This design comes from an exercise in tuning for small area on the open sky130 flow, not from production work.
Only simulation tests tie the RTL to the original design; equivalence was not proved.
No activity file was given, so power comes from the tool's default toggle rates.

### flow/config.mk
export PLATFORM = sky130hd
export DESIGN_NAME = conv_input_cache
export DESIGN_NICKNAME = conv_input_cache
export VERILOG_FILES = /design/flow/design.v
export SDC_FILE = /design/flow/constraint.sdc
export NUM_CORES = 4
export LEC_CHECK = 0
export CAP_MARGIN = 20
export CORE_MARGIN = 2
export CORE_UTILIZATION = 40
export SLEW_MARGIN = 20
### flow/constraint.sdc
create_clock -name core_clock -period 4.0 [get_ports {clk}]
set_input_delay 0.8000 -clock core_clock [delete_from_list [all_inputs] [get_ports {clk}]]
set_output_delay 0.8000 -clock core_clock [all_outputs]
set_load 0.01 [all_outputs]
### flow/design.v
module conv_input_cache (
	input  logic                           clk,
	input  logic                           rst_n,
	input  logic [1:0]                     cmd,
	input  logic [32-1:0]            pixel_in,
	output logic [1:0]                     ack,
	output logic [6-1:0]             rom_addr,
	output logic [(8 - 3 + 1)*32-1:0]  out_window,
	output logic                           out_valid
);
	localparam int PW = 32;
	localparam int ROW_BITS = 8 * 32;
	localparam logic [1:0] M_IDLE = 2'd0;
	localparam logic [1:0] M_PRE = 2'd1;
	localparam logic [1:0] M_SHIFT = 2'd2;
	localparam logic [1:0] M_LOAD = 2'd3;
	logic [1:0] mode;
	logic [4:0] cnt;
	logic [2:0] old;      
	logic [2:0] vld;      
	logic [2:0] sel;      
	logic bias;
	logic [2:0] rc0, rc1, rc2;
	logic idle, rd, row_done, cmd_done;
	logic [2:0] ld, rot;
	logic [2:0] r_of_n, show;
	assign idle = (mode == M_IDLE);
	assign rd = mode[0];
	assign row_done = rd && (cnt[2:0] == 3'd7);
	always_comb begin
		case (mode)
			M_PRE: cmd_done = cnt[4] && (cnt[2:0] == 3'd7);
			M_LOAD: cmd_done = (cnt[2:0] == 3'd7);
			M_SHIFT: cmd_done = cnt[3] && cnt[0];
			default: cmd_done = 1'b0;
		endcase
	end
	always_ff @(posedge clk or negedge rst_n) begin
		if (!rst_n) begin
			mode <= M_IDLE;
			ack <= 2'd0;
			rom_addr <= '0;
			old <= 3'b001;
			vld <= 3'b000;
			out_valid <= 1'b0;
		end else begin
			ack <= cmd_done ? mode : 2'd0;
			if (idle)
				mode <= cmd;
			else if (cmd_done)
				mode <= M_IDLE;
			if (rd)
				rom_addr <= rom_addr + 1'b1;
			if (row_done) begin
				old <= {old[1:0], old[2]};
				vld <= vld | old;
			end
			out_valid <= (mode == M_SHIFT);
		end
	end
	always_comb begin
		r_of_n[0] = (cnt[3:0] < 4'd3);
		r_of_n[1] = (cnt[3:0] >= 4'd3) && (cnt[3:0] < 4'd6);
		r_of_n[2] = (cnt[3:0] >= 4'd6) && (cnt[3:0] < 4'd9);
		show = ({3{r_of_n[0]}} & old)
			| ({3{r_of_n[1]}} & {old[1:0], old[2]})
			| ({3{r_of_n[2]}} & {old[0], old[2:1]});
	end
	always_ff @(posedge clk) begin
		cnt <= idle ? 5'd0 : cnt + 1'b1;
		sel <= (mode == M_SHIFT) ? (show & vld) : 3'b000;
		bias <= (mode == M_SHIFT) && cmd_done;
	end
	assign rot[0] = sel[0] || (rc0 != 3'd0);
	assign rot[1] = sel[1] || (rc1 != 3'd0);
	assign rot[2] = sel[2] || (rc2 != 3'd0);
	always_ff @(posedge clk or negedge rst_n) begin
		if (!rst_n) begin
			rc0 <= 3'd0;
			rc1 <= 3'd0;
			rc2 <= 3'd0;
		end else begin
			if (rot[0]) rc0 <= rc0 + 1'b1;
			if (rot[1]) rc1 <= rc1 + 1'b1;
			if (rot[2]) rc2 <= rc2 + 1'b1;
		end
	end
	assign ld = {3{rd}} & old;
	logic [ROW_BITS-1:0] row0, row1, row2;
	always_ff @(posedge clk) begin
		if (ld[0] || rot[0])
			row0 <= {ld[0] ? pixel_in : row0[PW-1:0], row0[ROW_BITS-1:PW]};
		if (ld[1] || rot[1])
			row1 <= {ld[1] ? pixel_in : row1[PW-1:0], row1[ROW_BITS-1:PW]};
		if (ld[2] || rot[2])
			row2 <= {ld[2] ? pixel_in : row2[PW-1:0], row2[ROW_BITS-1:PW]};
	end
	localparam int WB = (8 - 3 + 1) * 32;
	assign out_window = ({WB{sel[0]}} & row0[WB-1:0])
		| ({WB{sel[1]}} & row1[WB-1:0])
		| ({WB{sel[2]}} & row2[WB-1:0])
		| ({WB{bias}} & {(8 - 3 + 1){32'h3F80_0000}});
endmodule
### flow/run.sh
#!/bin/bash
# synth_recipe.tcl (not shown) runs the flow's synth.tcl, then flattens the netlist and writes it again
# the make line also repeats each setting of config.mk as NAME=value (left out here)
make -C /OpenROAD-flow-scripts/flow DESIGN_CONFIG=/design/flow/config.mk WORK_HOME=/design/flow/orfs CLKGATE_MAP_FILE= SYNTH_SCRIPT=/design/flow/synth_recipe.tcl finish
==> notes.md <==
[final cells by class]
cell class                 count  area (sq um)
tap                          959          1200
timing repair buffer         266          2720
multi-input combinational    461          4310
clock buffer                 100          2230
inverter                     163           612
sequential                   803         23900
fill                        6044         37000
clock inverter                57           636
[worst max-delay path, delay by kind of cell, from the launching register on]
family	cells	cell delay [ns]
flip-flops	1	0.76
AO/OA/AOI/OAI	1	0.20
buffers and inverters	3	1.25
[cell families (layout without fill, tap and decap cells)]
family	Yosys count	count (layout)	synth area share (%)
flops	803	803	81.9
compound gates	250	250	7.35
fa+ha+maj	11	11	0.472
buf+inv	243	586	3.51
mux	103	103	5.10
simple gates	87	87	1.33
xor+xnor	10	10	0.300
[per-stage QoR]
stage          cell area (sq um)  hold WS, ns  power [mW]  util (%)
2_1_floorplan              29200        0.400        9.67         -
3_3_place_gp               32800        0.400        9.86      45.1
3_5_place_dp               32700        0.405        9.88      45.1
4_1_cts                    35600        0.168        18.0      49.1
5_1_grt                    35600        0.210        18.3      49.1
6_report                   35600        0.192        17.7      49.1
[cell usage in the layout, fill, tap and decap left out, types with 4 or more instances in the layout]
cell             count
dfrtp_1             25
xnor2_1              6
nand3_1              6
clkinv_4             4
dfxtp_1              6
clkbuf_1            13
inv_1              163
mux2_2              16
a22oi_1             42
o21ai_0              4
edfxtp_1           768
a222oi_1           153
clkinv_2            17
xor2_1               4
bufinv_16           13
clkbuf_16           87
nor2_1              13
buf_4               19
clkdlybuf4s50_1    235
clkinv_1            17
ha_1                11
a21oi_1             43
buf_12              11
mux2_4              87
nand2_1             47
nand2b_1             6
[state kept, by name (all words and copies together), names as in the netlist]
name	count
ack	2
bias	1
cnt	5
mode	2
old	3
out_valid	1
rc0	3
rc1	3
rc2	3
rom_addr	6
row0	256
row1	256
row2	256
sel	3
vld	3
[cell usage after synthesis, types with 2 or more instances]
master | count | area [sq um]
edfxtp_1 | 768 | 23100
inv_1 | 163 | 612
a222oi_1 | 153 | 1530
mux2_4 | 87 | 1310
nand2_1 | 50 | 188
a21oi_1 | 43 | 215
a22oi_1 | 42 | 315
buf_2 | 33 | 165
clkbuf_1 | 33 | 124
dfrtp_1 | 25 | 626
mux2_2 | 16 | 180
nor2_1 | 13 | 48.8
ha_1 | 11 | 138
buf_6 | 9 | 101
dfxtp_1 | 9 | 180
nand2b_1 | 6 | 37.5
nand3_1 | 6 | 30.0
xnor2_1 | 6 | 52.6
buf_1 | 4 | 15.0
o21ai_0 | 4 | 20.0
xor2_1 | 4 | 35.0
a31o_2 | 3 | 26.3
nand2_2 | 3 | 18.8
nor3b_1 | 3 | 22.5
nand4_1 | 2 | 12.5
nor2b_1 | 2 | 12.5
[power groups by stage]
| stage | clock (mW) | combinational [mW] | sequential (mW) |
|---|---|---|---|
| floorplan | 0 | 0.270 | 9.40 |
| global placement | 0 | 0.432 | 9.43 |
| detailed placement | 0 | 0.449 | 9.43 |
| CTS | 8.25 | 0.451 | 9.25 |
| global route | 8.57 | 0.494 | 9.26 |
| finish | 8.05 | 0.445 | 9.25 |
[per-layer routing]
metal / GRT usage, % / up-vias / share of wire [%]
li1: - / 6589 / -
met1: 25.3 / 7806 / 46
met2: 25.3 / 621 / 45
met3: 3.12 / 78 / 6.8
met4: 4.59 / 0 / 1.9
met5: 0 / - / 0
[worst paths after layout]
kind	start	to	cells past startpoint
hold / removal	rst_n	rom_addr[4]	1
hold reg to reg	row0[227]	row0[195]	0
setup / recovery	sel[0]	out_window[53]	4
setup reg to reg	sel[1]	row1[178]	5
max in group asynchronous	rst_n	rc1[0]	1
min in group core_clock	row0[227]	row0[195]	0
==> results_dict.tcl <==
set metrics [dict create \
    vias_per_cell 5.37 \
    grt_pass1_vias 15100 \
    finClkSkew_ns 0.0253 \
    p_sw_share_pct 19.9 \
    tightest_slew_ns 0.973 \
    crit_chain "buf_4, a222oi_1, inv_1, clkdlybuf4s50_1" \
    antenna_cells 0 \
    port_buffers 236 \
    wl_microns 64800 \
    slew_viol_final 0 \
    grtUsageTotal_pct 16.9 \
    cap_violations 0 \
    fmax_mhz 275 \
    rsz0062_at_grt "false" \
    fin_setup_tns_ns 0 \
    clock_latency_ns 0.62 \
    grt_max_degree 114 \
    ys_ff_latch 803 \
    p_leak_nw 13.1 \
    clk_path_buf_depth 3 \
    period_share_pct 90.9 \
    yosysUniqueCellTypes 35 \
    p_int_mw 14.2 \
    yosysSeqAreaShare_pct 81.9 \
    cts-hold-fix-buffers 0 \
    final_nets 1827 \
    required_ns 3.20 \
    grt_pass1_wl_microns 95100 \
    dp_hpwl_microns 37700 \
    ys_warn_count 1 \
    avgSynthCellArea_sq_um 19.4 \
    cts_tree "yes" \
    coreArea_sq_um 72600 \
    cp_max_fo 46 \
    cts_made_buffers 85 \
    dominantRegCellSynth "edfxtp_1" \
    synth-edff-count 768 \
    h-tree-depth 3 \
    criticalPathCategory "reg2out" \
    post_cts_buffers 0 \
    status "finished clean" \
    worstPathArrival_ns 2.84 \
    grt_antenna_before_repair 0 \
    end_kind "primary output" \
    cp_slowest_stage_delay_ns 0.76 \
    fp.dieH_microns 274 \
    vias 15100 \
    drc 0 \
    drtIter0Drc 1978 \
    drtAntennaViolNets 0 \
    cts_root_buf "clkbuf_16" \
    syn_area_sq_um 29200 \
    p_clk_share_pct 45.4 \
    cts_sinks 803 \
    post_cts_resized 0 \
    wl_per_cell_microns 23.1 \
    std_cell_rows 99 \
    stdcell_count 2809 \
    ir_drop_v 0.000286 \
    crit_path_top_delay_cell "dfxtp_4" \
    maxSlewHeadroom_pct 35.1 \
    die_x_microns 274 \
    async_flop_share_pct 3.24 \
    gp_congestion 0.794 \
    synth_fp_nets 1554 \
    dpl.cell_count 2652 \
    place_ws_ns 0.984 \
    combPwrFrac_pct 2.5 \
    die-area_sq_um 75100 \
    areaGrowthSynthToFinish_pct 22.1 \
    layout-drive-gt1-share_pct 15.0 \
    grt-ovfl-total 0 \
    power_switching_mw 3.53 \
    post-route-min-period_ns 3.64 \
    sequentialPowerShare_pct 52.1 \
    pin_count 237 \
    worstHoldPathType "in2async" \
    syn-instance-count 1507 \
    hold_viol 0 \
    dr.pass1.iters 10 \
    critPathLaunchType "flip-flop" \
    clk_pin_slew_ns 0.06 \
    initial_core_util_pct 40.2 \
    fin_ws_ns 0.365 \
    p_per_area_nw_per_um2 498 \
    regToRegSetupSlack_ns 1.25 \
    setup_viol 0 \
]

port drivers added, routing unchanged:
In the flow no input, the clock included, has a driving cell. The finished layout below was timed again as built, in two steps.
Step 1 (the two cells are an assumption about what drives the block):
set clk [get_ports {clk}]
set_driving_cell -lib_cell sky130_fd_sc_hd__clkbuf_16 $clk
set_driving_cell -lib_cell sky130_fd_sc_hd__buf_2 [delete_from_list [all_inputs] $clk]
Step 2, shift: input delay + t, output delay - t, t = (earliest + latest rising clock arrival at the registers) / 2. This alone moves slack from input paths to output paths.
Three values: no drivers, after step 1, after step 2; two values: the first two.
shift t [ns]: 0.664
slack for setup (ns): 0.365 / 0.308 / 0.972
hold slack, ns: 0.192 / 0.161 / 0.400
slew at the worst register clock pin (ns): 0.06 / 0.06
cell pins on the clock port's net: 1
After both steps setup and hold are still met in this run. For this run, drivers alone change the setup slack by -0.057 ns; drivers and shift together by +0.607 ns.
